This is an optimization exercise on Yosys and OpenROAD, whose aim is small area, not a production implementation.
Only simulation tests tie the RTL to the original design; equivalence was not proved.
Power figures rest on the tool's default switching activity, not on a simulated workload.

## exe_top
module exe_top #(
        parameter int DEPTH = 4
) (
        input  logic                                clk,
        input  logic                                reset_n,
        input  logic                                in_req_i,
        output logic                                in_ack_o,
        input  logic [31:0]                         instr_i,
        input  logic [exe_pkg::XLEN-1:0]            pc_i,
        input  logic [exe_pkg::XLEN-1:0]            rs1_i,
        input  logic [exe_pkg::XLEN-1:0]            rs2_i,
        output logic                                res_req_o,
        input  logic                                res_ack_i,
        output logic [exe_pkg::REG_ADDR_W-1:0]      rd_addr_o,
        output logic                                write_rd_o,
        output logic [exe_pkg::XLEN-1:0]            result_o,
        output logic                                branch_taken_o,
        output logic [exe_pkg::XLEN-1:0]            branch_target_o
);
Settings: LEC_CHECK=0, ABC_AREA=1, CAP_MARGIN=20, CORE_MARGIN=2, CORE_UTILIZATION=55, SLEW_MARGIN=20; clock period 10.0 ns.
standard.sh (not shown) runs the stock make flow with config.mk's settings and CLKGATE_MAP_FILE= SYNTH_SCRIPT=/design/flow/synth_recipe.tcl, a recipe that flattens the netlist after the stock synthesis.
==> flow/flow/run.sh <==
#!/bin/bash
# Own layout flow: the standard synthesis unchanged, then the standard
# ORFS layout with single-drive port buffers and a clock tree of smaller
# buffers without dummy loads. Each step's full output goes to a log here.
set -euo pipefail
bash standard.sh synth > flow_synth.log 2>&1
bash standard.sh \
        BUFFER_PORTS_ARGS="-buffer_cell sky130_fd_sc_hd__buf_1" \
        CTS_ARGS="-sink_clustering_enable -repair_clock_nets -dont_use_dummy_load -buf_list sky130_fd_sc_hd__clkbuf_8" \
        finish > flow_layout.log 2>&1
Edit:
==> flow/flow/run.sh (replaced) <==
#!/bin/bash
# Own layout flow: the standard synthesis unchanged, then the standard
# ORFS layout with single-drive port buffers, combinational gates set back
# to drive strength 1 after floorplan, and a clock tree of smaller buffers
# without dummy loads. Each step's full output goes to a log file here.
set -euo pipefail
bash standard.sh synth > flow_synth.log 2>&1
bash standard.sh \
        BUFFER_PORTS_ARGS="-buffer_cell sky130_fd_sc_hd__buf_1" \
        POST_FLOORPLAN_TCL="$PWD/flow/downsize.tcl" \
        CTS_ARGS="-sink_clustering_enable -repair_clock_nets -dont_use_dummy_load -buf_list sky130_fd_sc_hd__clkbuf_4" \
        finish > flow_layout.log 2>&1
==> flow/flow/downsize.tcl (new file) <==
# Run after floorplan: synthesis sized some gates up for speed the 10 ns
# clock does not need. Put each combinational gate back at drive strength 1
# (same function and pins); repair_design and repair_timing in the later
# steps size up again wherever slew, capacitance or setup need it.
puts "Downsizing combinational gates"
report_design_area
set n 0
foreach inst [get_cells *] {
  set ref [get_property $inst ref_name]
  if { ![regexp {^(sky130_fd_sc_hd__[a-z0-9]+)_([0-9]+)$} $ref -> base drive] } { continue }
  if { $drive <= 1 } { continue }
  if { [regexp {df|dl|clk|buf|conb|tap|fill|decap|diode|ha|fa|maj} $base] } { continue }
  set small [get_lib_cells -quiet ${base}_1]
  if { [llength $small] == 0 } { continue }
  replace_cell $inst $small
  incr n
}
puts "Downsized $n instances"
report_design_area
--- a/flow/config.mk
+++ b/flow/config.mk
@@ -11 +11 @@
-export CORE_UTILIZATION = 55
+export CORE_UTILIZATION = 65
What happened:
- final cell count drops slightly
- sequential power stays flat
- count of clock-buffer cells in the layout rises by 13
- total power fell slightly
- setup slack got worse by 0.40 ns
- die area went down by about a fifth
- design area went down slightly
Edit:
==> flow/flow/run.sh (replaced) <==
#!/bin/bash
# Own layout flow: the standard synthesis unchanged, then the standard
# ORFS layout with smaller port buffers and power (area) recovery after
# global routing. Each step's full output goes to a log file here.
set -euo pipefail
bash standard.sh synth > flow_synth.log 2>&1
bash standard.sh \
        BUFFER_PORTS_ARGS="-buffer_cell sky130_fd_sc_hd__buf_1" \
        RECOVER_POWER=100 \
        finish > flow_layout.log 2>&1
--- a/flow/config.mk
+++ b/flow/config.mk
@@ -11 +11 @@
-export CORE_UTILIZATION = 65
+export CORE_UTILIZATION = 55
removed: flow/flow/downsize.tcl
After rerunning: This time the run ran to the end with violations: capacitance limit, slew limit. Sequential power hardly moves. Worst hold slack stays flat. Non-clock buffer count is lower by 5. Die area is higher by about a fifth. Routed wire length is lower slightly. Cell count is higher slightly. Clock-buffer cell count is lower by 19. Via count is lower by a few percent. Clock skew is lower by 0.032 ns. Clock power is higher by well over a third.
Edit:
--- a/flow/flow/run.sh
+++ b/flow/flow/run.sh
@@ -3,2 +3,3 @@
-# ORFS layout with smaller port buffers and power (area) recovery after
-# global routing. Each step's full output goes to a log file here.
+# ORFS layout with single-drive port buffers, downsizing of non-critical
+# cells after floorplan, and a clock tree of smaller buffers without dummy
+# loads. Each step's full output goes to a log file here.
@@ -9 +10,2 @@
-        RECOVER_POWER=100 \
+        POST_FLOORPLAN_TCL="$PWD/flow/recover.tcl" \
+        CTS_ARGS="-sink_clustering_enable -repair_clock_nets -dont_use_dummy_load -buf_list sky130_fd_sc_hd__clkbuf_4" \
==> flow/flow/recover.tcl (new file) <==
# Run after floorplan: give back the drive strength synthesis added where
# timing does not need it. Later repair steps fix any slew, cap or setup issue.
puts "Area recovery at floorplan"
report_design_area
repair_timing -recover_power 100 -verbose
report_design_area
--- a/flow/config.mk
+++ b/flow/config.mk
@@ -11 +11 @@
-export CORE_UTILIZATION = 55
+export CORE_UTILIZATION = 65
What happened: The changed run ran to the end with no violations; die area is lower by 15%; area after synthesis stays the same; worst setup slack improved by 0.26 ns; worst hold slack gets better by 0.041 ns; wire length increases by 0.36%; utilization is higher by 11 points; cell count drops by 1.8%; sequential share of layout area is higher by 0.71 points; critical path depth rises by 2; flip-flop and latch count is unchanged.
Edit:
--- a/flow/flow/run.sh
+++ b/flow/flow/run.sh
@@ -3,3 +3,2 @@
-# ORFS layout with single-drive port buffers, downsizing of non-critical
-# cells after floorplan, and a clock tree of smaller buffers without dummy
-# loads. Each step's full output goes to a log file here.
+# ORFS layout with single-drive port buffers and a clock tree of smaller
+# buffers without dummy loads. Each step's full output goes to a log here.
@@ -10 +8,0 @@
-        POST_FLOORPLAN_TCL="$PWD/flow/recover.tcl" \
removed: flow/flow/recover.tcl
Design area is about the same.
Clock skew fell by 0.025 ns.
Combinational power is about the same.
First-iteration DRC count fell by 7.6%.
Register-to-register slack is better by 0.07 ns.
Clock power fell by about 4%.

==> port drivers added, routing unchanged <==
The flow's constraints put no driver on any port. The routed layouts listed below were extracted and timed again, unchanged, in two steps.
Step 1: set_driving_cell puts a clkbuf_16 on clk and a buf_2 on each other input, an assumption about the parent block.
Step 2 adds t to the input delays and takes it off the output delays; t is the mean of the earliest and latest rising clock arrival at the registers after step 1. Input paths then give back, and output paths get back, about the clock's delay inside the block.
a / b / c = no drivers / after step 1 / after step 2; a / b = the first two.
run	t, ns	setup slack, ns	clock arrival spread, ns
the first run	0.554	1.538 / 1.542 / 0.988	0.034 / 0.034
the second run	0.591	1.135 / 1.146 / 0.556	0.051 / 0.051
the third run	0.514	1.129 / 1.135 / 0.621	0.014 / 0.014
the fourth run	0.598	1.391 / 1.411 / 0.813	0.065 / 0.064
the fifth run	0.589	1.705 / 1.710 / 1.121	0.039 / 0.039
The setup slack of the fifth run, which loses most, moves by +0.005 ns with the drivers and by -0.584 ns with both steps.
